Context: an optimization exercise on an open-source flow, tuned for a short achievable clock period and few clock cycles. The choices shown serve that exercise and are no tape-out recipe. Only simulation tests tie the RTL to the original design; equivalence was not proved. The flow treats the clock pin as an ideal source. Dropping or thinning the clock tree relies on that and would not hold on a real chip. Power and IR drop assume default switching activity.

==> v28: inputs <==
==> flow/design.v (excerpt) <==
module dlx_top (
    input  logic        clk,
    input  logic        rst_n,
    output logic [31:0] imem_addr,
    input  logic [31:0] imem_data,
    output logic [31:0] dmem_addr,
    output logic [31:0] dmem_wdata,
    output logic        dmem_we,
    input  logic [31:0] dmem_rdata
);
    logic [29:0] pc;
    logic [29:0] pc_o;       
    logic        stall;      
    logic        d_wr;       
    logic        d_lw;       
    logic        d_early;    
    logic        d_sw;
    logic        d_r;        
    logic        d_inv;      
    logic        d_arith;    
    logic        d_and;
    logic        d_or;
    logic        d_slt;
    logic [4:0]  d_rs1;
    logic [4:0]  d_rs2;
    logic [4:0]  d_rd;
    logic [31:0] d_imm;
    logic [31:0] rfq_a;      
    logic [31:0] rfq_b;
    logic        d_fa;       
    logic        d_fb;
    logic        d_fs;
    logic        d_mal;      
    logic        d_mbl;
    logic        d_mar;      
    logic        d_mbr;
    logic        d_wa;       
    logic        d_wb;
    logic        d_fsl;      
    logic        e_wr;
    logic        e_lw;
    logic        e_early;
    logic        e_sw;
    logic [4:0]  e_rd;
    logic        e_inv;
    logic        e_arith;
    logic        e_and;
    logic        e_or;
    logic        e_slt;
    logic        e_fsl;      
    logic [31:0] ean;        
    logic [31:0] ebn;        
    logic [31:0] es;
    logic        m_wr;
    logic        m_lw;
    logic        m_sw;
    logic [4:0]  m_rd;
    logic [31:0] m_res;
    logic [31:0] m_addr;     
    logic [31:0] m_sd;
    logic [31:0] m_val;      
    logic        w_wr;
    logic [4:0]  w_rd;
    logic [31:0] w_val;
    assign imem_addr = {pc_o, 2'b00};
    always_ff @(posedge clk or negedge rst_n) begin
        if (!rst_n) begin
            pc <= '0;
        end else if (!stall) begin
            pc <= pc + 30'd1;
        end
    end
    always_ff @(posedge clk) begin
        if (!rst_n) begin
            pc_o <= '0;
        end else if (!stall) begin
            pc_o <= pc + 30'd1;
  ...
export LEC_CHECK = 0
export CAP_MARGIN = 20
export CORE_MARGIN = 2
export CORE_UTILIZATION = 40
export SETUP_SLACK_MARGIN = 3.5
export SLEW_MARGIN = 20
export SYNTH_HIERARCHICAL = 1
export SYNTH_MINIMUM_KEEP_SIZE = 0
create_clock -name core_clock -period 5.5 [get_ports {clk}]
standard.sh (not shown) runs the stock make flow with config.mk's settings and CLKGATE_MAP_FILE= SYNTH_SCRIPT=/design/flow/synth_recipe.tcl, a recipe that flattens the netlist after the stock synthesis.
==> flow/flow/run.sh <==
#!/bin/bash
# The standard layout, with the clock tree built by flow/mycts.tcl (a
# balanced two-level tree: four roots on the clock port, one leaf buffer
# per group of flip-flops) in place of TritonCTS.
set -euo pipefail
W=$(pwd)
bash standard.sh "PRE_CTS_TCL=$W/flow/mycts.tcl" MYCTS_STRIPS=8 MYCTS_SLICES=8 finish > "$W/standard.log" 2>&1
==> flow/flow/mycts.tcl <==
# Clock tree built here in place of TritonCTS: the flip-flops are split into
# compact groups of about equal size (strips in x, then slices in y), each
# group gets a clkbuf_16 at its centre, and the groups are split into four
# quadrants, each with a clkbuf_16 root driven straight from the clock port.
# Every flip-flop sees the same two buffers, so the tree is balanced.

proc clock_tree_synthesis {args} {
  set block [ord::get_db_block]
  set db [ord::get_db]
  set master [$db findMaster sky130_fd_sc_hd__clkbuf_16]
  set clk_net [$block findNet clk]
  set nstrip $::env(MYCTS_STRIPS)
  set nslice $::env(MYCTS_SLICES)

  # sinks: every instance pin on the clock net
  set sinks {}
  foreach it [$clk_net getITerms] {
    set inst [$it getInst]
    set bb [$inst getBBox]
    set x [expr {([$bb xMin] + [$bb xMax]) / 2}]
    set y [expr {([$bb yMin] + [$bb yMax]) / 2}]
    lappend sinks [list $x $y $it]
  }
  set n [llength $sinks]
  puts "mycts: $n sinks, $nstrip x $nslice groups"

  # strips in x of equal count, then slices in y of equal count
  set sorted [lsort -integer -index 0 $sinks]
  set groups {}
  for {set s 0} {$s < $nstrip} {incr s} {
    set lo [expr {($s * $n) / $nstrip}]
    set hi [expr {(($s + 1) * $n) / $nstrip - 1}]
    set strip [lsort -integer -index 1 [lrange $sorted $lo $hi]]
    set m [llength $strip]
    for {set t 0} {$t < $nslice} {incr t} {
      set lo2 [expr {($t * $m) / $nslice}]
      set hi2 [expr {(($t + 1) * $m) / $nslice - 1}]
      lappend groups [list $s $t [lrange $strip $lo2 $hi2]]
    }
  }

  # leaf buffers
  set leaves {}
  set k 0
  foreach g $groups {
    lassign $g s t members
    set sx 0; set sy 0
    foreach mbr $members { set sx [expr {$sx + [lindex $mbr 0]}]; set sy [expr {$sy + [lindex $mbr 1]}] }
    set cx [expr {$sx / [llength $members]}]
    set cy [expr {$sy / [llength $members]}]
    set inst [odb::dbInst_create $block $master "mycts_leaf_$k"]
    $inst setLocation [expr {$cx - 2000}] [expr {$cy - 1360}]
    $inst setPlacementStatus PLACED
    set net [odb::dbNet_create $block "mycts_leaf_net_$k"]
    $net setSigType CLOCK
    [$inst findITerm X] connect $net
    foreach mbr $members {
      set it [lindex $mbr 2]
      $it disconnect
      $it connect $net
    }
    lappend leaves [list $s $t $cx $cy $inst]
    incr k
  }

  # four roots, one per quadrant of groups
  set hs [expr {$nstrip / 2}]
  set ht [expr {$nslice / 2}]
  for {set q 0} {$q < 4} {incr q} {
    set mine {}
    foreach l $leaves {
      lassign $l s t cx cy inst
      set qs [expr {$s >= $hs}]
      set qt [expr {$t >= $ht}]
      if {[expr {$qs * 2 + $qt}] == $q} { lappend mine $l }
    }
    set sx 0; set sy 0
    foreach l $mine { set sx [expr {$sx + [lindex $l 2]}]; set sy [expr {$sy + [lindex $l 3]}] }
    set cx [expr {$sx / [llength $mine]}]
    set cy [expr {$sy / [llength $mine]}]
    set root [odb::dbInst_create $block $master "mycts_root_$q"]
    $root setLocation [expr {$cx - 2000}] [expr {$cy - 1360}]
    $root setPlacementStatus PLACED
    set net [odb::dbNet_create $block "mycts_root_net_$q"]
    $net setSigType CLOCK
    [$root findITerm X] connect $net
    [$root findITerm A] connect $clk_net
    foreach l $mine { [[lindex $l 4] findITerm A] connect $net }
    puts "mycts: root $q drives [llength $mine] leaves"
  }
  $clk_net setSigType CLOCK
  global_connect
  set_propagated_clock [all_clocks]
}
==> v29: changes against v28 <==
--- a/flow/design.v
+++ b/flow/design.v
@@ -159,14 +159,16 @@
     assign y = (~an & ~bn) | (cin & (~an | ~bn));
 endmodule
 module ks_carry_n (
     input  wire [31:0] an,
     input  wire [31:0] bn,
     input  wire        cin,
-    output wire [31:0] cn
+    output wire [31:0] cn,
+    output wire [31:0] cn2
 );
+    wire [31:0] g5b;
     wire [31:0] g [6];
     wire [31:0] t [6];
     ks_maj_p u_g0 (.an(an[0]), .bn(bn[0]), .cin(cin), .y(g[0][0]));
     assign t[0][0] = 1'b0;
     for (genvar i = 1; i < 32; i++) begin : g_l0
         ks_nor2  u_g (.a(an[i]), .b(bn[i]), .y(g[0][i]));
@@ -174,15 +176,21 @@
     end
     for (genvar k = 1; k <= 5; k++) begin : g_lvl
         localparam int d = 1 << (k - 1);
         for (genvar i = 0; i < 32; i++) begin : g_bit
             if (i < d) begin : g_done
                 ks_inv u_g (.a(g[k-1][i]), .y(g[k][i]));
+                if (k == 5) begin : g_dup
+                    ks_inv u_g2 (.a(g[k-1][i]), .y(g5b[i]));
+                end
                 assign t[k][i] = 1'b0;
             end else if (k % 2 == 1) begin : g_odd
                 ks_aoi21 u_g (.t(t[k-1][i]), .c(g[k-1][i-d]), .g(g[k-1][i]), .y(g[k][i]));
+                if (k == 5) begin : g_dup
+                    ks_aoi21 u_g2 (.t(t[k-1][i]), .c(g[k-1][i-d]), .g(g[k-1][i]), .y(g5b[i]));
+                end
                 if (i >= 2 * d) begin : g_t
                     ks_nand2 u_t (.a(t[k-1][i]), .b(t[k-1][i-d]), .y(t[k][i]));
                 end else begin : g_nt
                     assign t[k][i] = 1'b1;
                 end
             end else begin : g_even
@@ -194,12 +202,14 @@
                 end
             end
         end
     end
     assign cn[0] = ~cin;
     assign cn[31:1] = g[5][30:0];
+    assign cn2[0] = ~cin;
+    assign cn2[31:1] = g5b[30:0];
 endmodule
 `default_nettype wire
 `timescale 1ns/1ps
 `default_nettype none
 module dlx_top (
     input  logic        clk,
@@ -255,12 +265,13 @@
     logic [31:0] ebn;        
     logic [31:0] es;
     logic        m_wr;
     logic        m_lw;
     logic        m_sw;
     logic [4:0]  m_rd;
+    logic [31:1] m_wen;      
     logic [31:0] m_res;
     logic [31:0] m_addr;     
     logic [31:0] m_sd;
     logic [31:0] m_val;      
     logic        w_wr;
     logic [4:0]  w_rd;
@@ -331,17 +342,23 @@
     assign f_lw   = r_valid && (f_op == 6'h23);
     assign f_sw   = r_valid && (f_op == 6'h2b);
     assign f_wr   = r_valid && (f_r || f_addi || f_lw) && (f_rd != 5'd0);
     assign f_early = f_lw && (f_rs1 == 5'd0) && (f_rd != 5'd0) && !d_lw && !d_sw;
     logic [31:0] rf [32];
     assign rf[0] = '0;
+    logic [31:0] m_wd [4];
+    for (genvar j = 0; j < 4; j++) begin : g_wd
+        for (genvar i = 0; i < 32; i++) begin : g_bit
+            ks_mux2 u_wd (.s(m_lw), .d0(m_res[i]), .d1(dmem_rdata[i]), .y(m_wd[j][i]));
+        end
+    end
     for (genvar k = 1; k < 32; k++) begin : g_rf
         logic [31:0] q;
         always_ff @(posedge clk) begin
-            if (m_wr && (m_rd == 5'(k))) begin
-                q <= m_val;
+            if (m_wen[k]) begin
+                q <= m_wd[k / 8];
             end
         end
         assign rf[k] = q;
     end
     logic [31:0] f_rf_a;
     logic [31:0] f_rf_b;
@@ -420,19 +437,21 @@
     assign b_d = d_mbl ? dmem_rdata : (d_mbr ? m_res : (d_wb ? w_val : rfq_b));
     logic [31:0] bop_d;
     assign bop_d = d_r ? (b_d ^ {32{d_inv}}) : d_imm;
     logic [31:0] ea;
     logic [31:0] eb;
     logic [31:0] cn;
+    logic [31:0] cn2;
     assign ea = ~ean;
     assign eb = ~ebn;
     ks_carry_n u_carry (
         .an  (ean),
         .bn  (ebn),
         .cin (e_inv),
-        .cn  (cn)
+        .cn  (cn),
+        .cn2 (cn2)
     );
     logic [31:0] p;
     logic [31:0] lg;
     logic [31:0] r0;     
     logic [31:0] r1;     
     logic [31:0] cs;     
@@ -448,12 +467,14 @@
         if (e_early) begin
             r0 = dmem_rdata;
             r1 = dmem_rdata;
         end
     end
     assign cs = {cn[31:1], cn[31]};
+    logic [31:0] cs2;
+    assign cs2 = {cn2[31:1], cn2[31]};
     logic [31:0] za0;
     logic [31:0] za1;
     logic [31:0] zb0;
     logic [31:0] zb1;
     logic [31:0] zs0;
     logic [31:0] zs1;
@@ -470,17 +491,17 @@
     logic [31:0] addr_n;
     logic [31:0] zm0;
     logic [31:0] zm1;
     assign zm0 = d_early ? d_imm : r0;
     assign zm1 = d_early ? d_imm : r1;
     for (genvar i = 0; i < 32; i++) begin : g_sel
-        ks_mux2  u_y (.s(cs[i]), .d0(r1[i]),  .d1(r0[i]),  .y(y[i]));
+        ks_mux2  u_y (.s(cs2[i]), .d0(r1[i]),  .d1(r0[i]),  .y(y[i]));
         ks_mux2i u_a (.s(cs[i]), .d0(za1[i]), .d1(za0[i]), .y(ea_n[i]));
         ks_mux2i u_b (.s(cs[i]), .d0(zb1[i]), .d1(zb0[i]), .y(eb_n[i]));
-        ks_mux2  u_s (.s(cs[i]), .d0(zs1[i]), .d1(zs0[i]), .y(es_n[i]));
-        ks_mux2  u_m (.s(cs[i]), .d0(zm1[i]), .d1(zm0[i]), .y(addr_n[i]));
+        ks_mux2  u_s (.s(cs2[i]), .d0(zs1[i]), .d1(zs0[i]), .y(es_n[i]));
+        ks_mux2  u_m (.s(cs2[i]), .d0(zm1[i]), .d1(zm0[i]), .y(addr_n[i]));
     end
     always_ff @(posedge clk) begin
         ean     <= ea_n;
         ebn     <= eb_n;
         es      <= es_n;
         e_rd    <= d_rd;
@@ -505,12 +526,15 @@
         end
     end
     assign m_val = m_lw ? dmem_rdata : m_res;
     always_ff @(posedge clk) begin
         m_addr <= addr_n;
         m_rd  <= e_rd;
+        for (int k = 1; k < 32; k++) begin
+            m_wen[k] <= e_wr && (e_rd == 5'(k));
+        end
         m_sd  <= e_fsl ? dmem_rdata : es;
         w_rd  <= m_rd;
         w_val <= m_val;
     end
     always_ff @(posedge clk or negedge rst_n) begin
         if (!rst_n) begin
==> flow/flow/run.sh (replaced) <==
#!/bin/bash
# The standard layout, with the clock tree built by flow/mycts.tcl (a
# balanced two-level tree: four roots on the clock port, one leaf buffer
# per group of flip-flops) in place of TritonCTS. If the routed layout is
# left with an antenna violation, the layout is made once more with the
# cells spread a little more.
set -euo pipefail
W=$(pwd)
args=("PRE_CTS_TCL=$W/flow/mycts.tcl" MYCTS_STRIPS=8 MYCTS_SLICES=8)
bash standard.sh "${args[@]}" finish > "$W/standard.log" 2>&1
R=$W/orfs/results/sky130hd/dlx_top/base
printf 'read_db %s\nputs "ANTENNAS [check_antennas]"\n' "$R/6_final.odb" > "$W/antcheck.tcl"
n=$(openroad -no_init -exit "$W/antcheck.tcl" 2>&1 | tee "$W/antcheck.log" | sed -n 's/^ANTENNAS //p')
if [[ "$n" != "0" ]]; then
  mv "$W/orfs" "$W/orfs_try1"
  rm -f "$W/out/final.def"
  bash standard.sh "${args[@]}" PLACE_DENSITY_LB_ADDON=0.05 finish > "$W/standard2.log" 2>&1
fi
==> notes.md <==
| item | v28 | v29 |
|---|---|---|
| Fill cells | 15,780 | 16,664 |
| Post-synthesis average cell area | 13.1 µm² | 13.1 µm² |
| Critical-path cell with the highest stage delay | sky130_fd_sc_hd__dfxtp_4 | sky130_fd_sc_hd__dfxtp_2 |
| Type of the setup path with the least slack | register to primary output | register to register |
| Kind of end point of the critical path | primary output | register |
| Via-per-instance ratio | 6.39 | 6.28 |
| Clock group total power | 5.71 mW | 5.72 mW |
| Post-Place Setup Slack | 2.44 ns | 2.19 ns |
| Number of inserted diodes | 18 | 3 |
| Instance area at placement | 0.0779 mm² | 0.0806 mm² |
| Detailed-route via count | 53,824 | 53,988 |
| Initial standard-cell utilization of the core | 0.402 | 0.402 |
| Total number of nets in the final design | 6,164 | 6,229 |
| Tot Pwr | 28.1 mW | 28.9 mW |
| CP Data Arrival Time | 1.07 ns | 2.67 ns |
| Least-Margin Pin Slew | 1.00 ns | 1.09 ns |
| Total routing resource utilization after global routing | 0.285 | 0.284 |
| Run status | complete, but fails checks | timing/DRC/antenna clean |
| Violated checks | antenna rules | - |
| Die boundary height | 430 µm | 438 µm |
| Cells on worst reg2reg path | 8 | 9 |
| FF/Latch Area | 0.0421 mm² | 0.0428 mm² |
| Site row count | 156 | 159 |
| Pin count of the biggest net entering global routing | 97 | 115 |
| Detailed route wirelength on metal3 | 30.1 mm | 25.1 mm |
| End of the worst register-to-register path | es[0] | es[24] |
| Met1 WL | 110 mm | 111 mm |
Testbench counts of v28, summed over its fixed seeds: cycles 24,878.
Testbench counts of v29, summed over its fixed seeds: cycles 24,878.
In every run of this note, the design's own scripts or RTL, not TritonCTS, make the clock network.

re-timing with driven ports:
In the flow no input, the clock included, has a driving cell. The finished layouts below were timed again as built, in two steps.
Step 1 sets driving cells, clkbuf_16 on the clock port and buf_2 on the other inputs (assumed; they add their load-dependent delay and slew).
Step 2 adds t to the input delays and takes it off the output delays; t is the mean of the earliest and latest rising clock arrival at the registers after step 1. Input paths then give back, and output paths get back, about the clock's delay inside the block.
a / b / c = no drivers / after step 1 / after step 2; a / b = the first two.
run | t, ns | setup WS [ns] | worst register clock-pin slew, ns | worst slew at a driven data input, ns | cell pins on the clock port's net
v28 | 0.710 | 3.327 / 3.151 / 2.839 | 0.12 / 0.12 | 0.12 | 4
v29 | 0.734 | 3.294 / 3.122 / 2.827 | 0.12 / 0.12 | 0.12 | 4
For v28, which loses most, drivers alone change the setup slack by -0.176 ns; drivers and shift together by -0.488 ns.
